This is an optimization exercise on Yosys and OpenROAD, whose aim is small area, a short achievable clock period and few clock cycles, not a production implementation.
Function was checked by simulation only, so behaviour that the tests miss may differ from the original.

the previous run:
## md_sched
module md_sched #(
    parameter int unsigned MULT_CYCLES = 0,
    parameter int unsigned DIV_STEPS   = 8
) (
    input  logic        clk,
    input  logic        reset,
    input  logic        start,
    input  logic [3:0]  md_op,
    input  logic [31:0] rs,
    input  logic [31:0] rt,
    input  logic        id_md_use,
    output logic        busy,
    output logic        stall,
    output logic [31:0] hi,
    output logic [31:0] lo
);
==> module md_sched, before the edit <==
module md_sched #(
    parameter int unsigned MULT_CYCLES = 0,
    parameter int unsigned DIV_STEPS   = 8
) (
    input  logic        clk,
    input  logic        reset,
    input  logic        start,
    input  logic [3:0]  md_op,
    input  logic [31:0] rs,
    input  logic [31:0] rt,
    input  logic        id_md_use,
    output logic        busy,
    output logic        stall,
    output logic [31:0] hi,
    output logic [31:0] lo
);
    localparam int K    = DIV_STEPS;
    localparam int NCH  = (32 + K - 1) / K;
    localparam int CW   = (NCH >= 16) ? 5 : (NCH >= 8) ? 4 : (NCH >= 4) ? 3 : (NCH >= 2) ? 2 : 1;
    logic [31:0]   hi_q, lo_q, b_q;
    logic          bci_q;
    logic          hi_neg, lo_neg;
    logic          busy_q;
    logic [CW-1:0] cnt;
    logic op_mul_s, op_mul_u, op_div_s, op_div_u, op_mthi, op_mtlo;
    logic op_macc, macc_signed, macc_sub;
    always_comb begin
        op_mul_s    = 1'b0;
        op_mul_u    = 1'b0;
        op_div_s    = 1'b0;
        op_div_u    = 1'b0;
        op_mthi     = 1'b0;
        op_mtlo     = 1'b0;
        op_macc     = 1'b0;
        macc_signed = 1'b0;
        macc_sub    = 1'b0;
        case (md_op)
            4'd0: op_mul_s = 1'b1;
            4'd1: op_mul_u = 1'b1;
            4'd2: op_div_s = 1'b1;
            4'd3: op_div_u = 1'b1;
            4'd4: op_mthi  = 1'b1;
            4'd5: op_mtlo  = 1'b1;
            4'd6: begin op_macc = 1'b1; macc_signed = 1'b1; end
            4'd7: begin op_macc = 1'b1; end
            4'd8: begin op_macc = 1'b1; macc_signed = 1'b1; macc_sub = 1'b1; end
            4'd9: begin op_macc = 1'b1; macc_sub = 1'b1; end
            default: ;
        endcase
    end
    logic op_div, op_mul, mul_signed;
    assign op_div     = op_div_s | op_div_u;
    assign op_mul     = op_mul_s | op_mul_u | op_macc;
    assign mul_signed = op_mul_s | (op_macc & macc_signed);
    logic [31:0] hi_t, lo_t;
    md_neg u_hi_neg (.x(hi_q), .n(hi_neg), .y(hi_t));
    md_neg u_lo_neg (.x(lo_q), .n(lo_neg), .y(lo_t));
    logic [32:0] mx;
    logic [63:0] mres;
    assign mx = {mul_signed & rs[31], rs};
    md_mul u_mul (
        .x   (mx),
        .y   ({mul_signed & rt[31], rt}),
        .neg (op_macc & macc_sub),
        .acc (op_macc ? {hi_t, lo_t} : 64'd0),
        .p   (mres)
    );
    logic        a_neg, b_neg, div_zero, b_ci;
    logic [31:0] a_mag, b_y;
    assign a_neg    = op_div_s & rs[31];
    assign b_neg    = op_div_s & rt[31];
    assign a_mag    = a_neg ? -rs : rs;
    assign b_y      = rt ^ {32{~b_neg}};
    assign b_ci     = ~b_neg;
    assign div_zero = (rt == 32'd0);
    logic [NCH:0] lt;
    assign lt[NCH] = 1'b1;
    for (genvar c = 0; c < NCH; c++) begin : g_cmp
        localparam int W = 32 - K * c;
        logic [W:0] cy;
        assign cy[0] = b_ci;
        for (genvar i = 0; i < W; i++) begin : g_bit
            md_maj u_maj (.a(a_mag[i + K*c]), .b(b_y[i]), .c(cy[i]), .y(cy[i+1]));
        end
        if (c == 0) begin : g_full
            assign lt[c] = ~cy[W];
        end else begin : g_part
            assign lt[c] = ~(cy[W] & (&b_y[31:W]));
        end
    end
    logic [CW-1:0] nchunk;
    always_comb begin
        nchunk = CW'(NCH);
        for (int c = NCH - 1; c >= 0; c--)
            if (lt[c]) nchunk = CW'(c);
    end
    logic [31:0] rot, qmask, r_init, q_init;
    always_comb begin
        rot = a_mag;
        for (int s = 0; s < CW; s++)
            if (nchunk[s] && (K << s) < 32) rot = (rot >> (K << s)) | (rot << (32 - (K << s)));
        for (int i = 0; i < 32; i++)
            qmask[i] = (32 - i) <= K * int'(nchunk);
        r_init = rot & ~qmask;
        q_init = rot & qmask;
    end
    logic [31:0] r_step, q_step;
    md_div u_div (.r(hi_q), .q(lo_q), .y(b_q), .ci(bci_q), .r_o(r_step), .q_o(q_step));
    always_ff @(posedge clk or negedge reset) begin
        if (!reset) begin
            hi_q   <= '0;
            lo_q   <= '0;
            hi_neg <= 1'b0;
            lo_neg <= 1'b0;
            busy_q <= 1'b0;
            cnt    <= '0;
        end else if (busy_q) begin
            hi_q <= r_step;
            lo_q <= q_step;
            cnt  <= cnt - CW'(1);
            if (cnt == CW'(1)) busy_q <= 1'b0;
        end else if (start) begin
            if (op_mul) begin
                {hi_q, lo_q} <= mres;
                hi_neg <= 1'b0;
                lo_neg <= 1'b0;
            end else if (op_div & ~div_zero) begin
                hi_q   <= r_init;
                lo_q   <= q_init;
                hi_neg <= a_neg;
                lo_neg <= a_neg ^ b_neg;
                cnt    <= nchunk;
                busy_q <= (nchunk != '0);
            end else if (op_mthi) begin
                hi_q   <= rs;
                hi_neg <= 1'b0;
            end else if (op_mtlo) begin
                lo_q   <= rs;
                lo_neg <= 1'b0;
            end
        end
    end
    always_ff @(posedge clk) begin
        if (!busy_q && start && op_div) begin
            b_q   <= b_y;
            bci_q <= b_ci;
        end
    end
    assign busy  = busy_q;
    assign stall = id_md_use & (busy_q | (start & (op_mul | op_div)));
    assign hi    = hi_t;
    assign lo    = lo_t;
endmodule
clock: 110.0 ns
lec_check: 0
cap_margin: 20
core_margin: 2
core_utilization: 40
slew_margin: 20
synth_hierarchical: 1
synth_minimum_keep_size: 0
standard.sh (not shown) runs the stock make flow with config.mk's settings and CLKGATE_MAP_FILE= SYNTH_SCRIPT=/design/flow/synth_recipe.tcl, a recipe that flattens the netlist after the stock synthesis.
==> flow/flow/run.sh <==
#!/bin/bash
# The standard layout (standard.sh, unchanged synthesis and steps), except that the port
# buffers are buf_2 cells instead of the default delay-buffer cells.
set -o pipefail
export BUFFER_PORTS_ARGS="-buffer_cell sky130_fd_sc_hd__buf_2"
bash standard.sh > standard.log 2>&1
Testbench counts of the previous run, summed over its fixed seeds: cycles 4,057.
Inputs modified between the previous run and the current run:
diff --git a/flow/design.v b/flow/design.v
--- a/flow/design.v
+++ b/flow/design.v
@@ -1,8 +1,8 @@
 module md_sched #(
-    parameter int unsigned MULT_CYCLES = 0,
-    parameter int unsigned DIV_STEPS   = 8
+    parameter int unsigned MULT_CYCLES = 5,
+    parameter int unsigned DIV_CYCLES  = 10
 ) (
     input  logic        clk,
     input  logic        reset,
     input  logic        start,
     input  logic [3:0]  md_op,
@@ -12,11 +12,11 @@
     output logic        busy,
     output logic        stall,
     output logic [31:0] hi,
     output logic [31:0] lo
 );
-    localparam int K    = DIV_STEPS;
+    localparam int K    = 8;            
     localparam int NCH  = (32 + K - 1) / K;
     localparam int CW   = (NCH >= 16) ? 5 : (NCH >= 8) ? 4 : (NCH >= 4) ? 3 : (NCH >= 2) ? 2 : 1;
     logic [31:0]   hi_q, lo_q, b_q;
     logic          bci_q;
     logic          hi_neg, lo_neg;
From the current run to the previous run, number of levels the H-tree was split into did not move at all.
The current run against the previous run: pin count of the biggest net entering global routing roughly the same; maximum frequency roughly the same.
As far as core outline area goes, the previous run and the current run are indistinguishable; the numbers are identical.
Comparing the current run against the previous run, there is no change at all in count of endpoints failing setup in the final report.
From the current run to the previous run, design area did not move at all.
Looking at the reports, the previous run completed the entire flow and the layout it produced met the timing, DRC and antenna checks.
The current run reached the final stage; the timing, DRC and antenna checks on its layout passed.
Reported for the current run and the previous run, global-route wire length before repair turned out identical to the last digit.
On number of buffers created by CTS, the current run tracks the previous run almost exactly.
Testbench counts of the current run, summed over its fixed seeds: cycles 4,057.

## port drivers added, routing unchanged
No port has a modelled driver above. Below, the same layouts with a new extraction and two added sets of constraints.
Step 1: set_driving_cell puts a clkbuf_16 on clk and a buf_2 on each other input, an assumption about the parent block.
Step 2 also shifts input and output timing later by t, the mid clock arrival at the registers, as if the neighbouring blocks saw the same clock.
a / b / c = ideal ports / drivers / drivers and shift; a / b = the first two.
| run | t (ns) | setup slack, ns | hold slack, ns | clock arrival spread, ns | worst data-port slew with drivers (ns) |
|---|---|---|---|---|---|
| the previous run | 0.445 | 64.650 / 64.476 / 64.476 | 0.496 / 0.496 / 0.496 | 0.025 / 0.025 | 0.19 |
| the current run | 0.445 | 64.650 / 64.476 / 64.476 | 0.496 / 0.496 / 0.496 | 0.025 / 0.025 | 0.19 |
After both steps setup and hold are still met in every run listed.
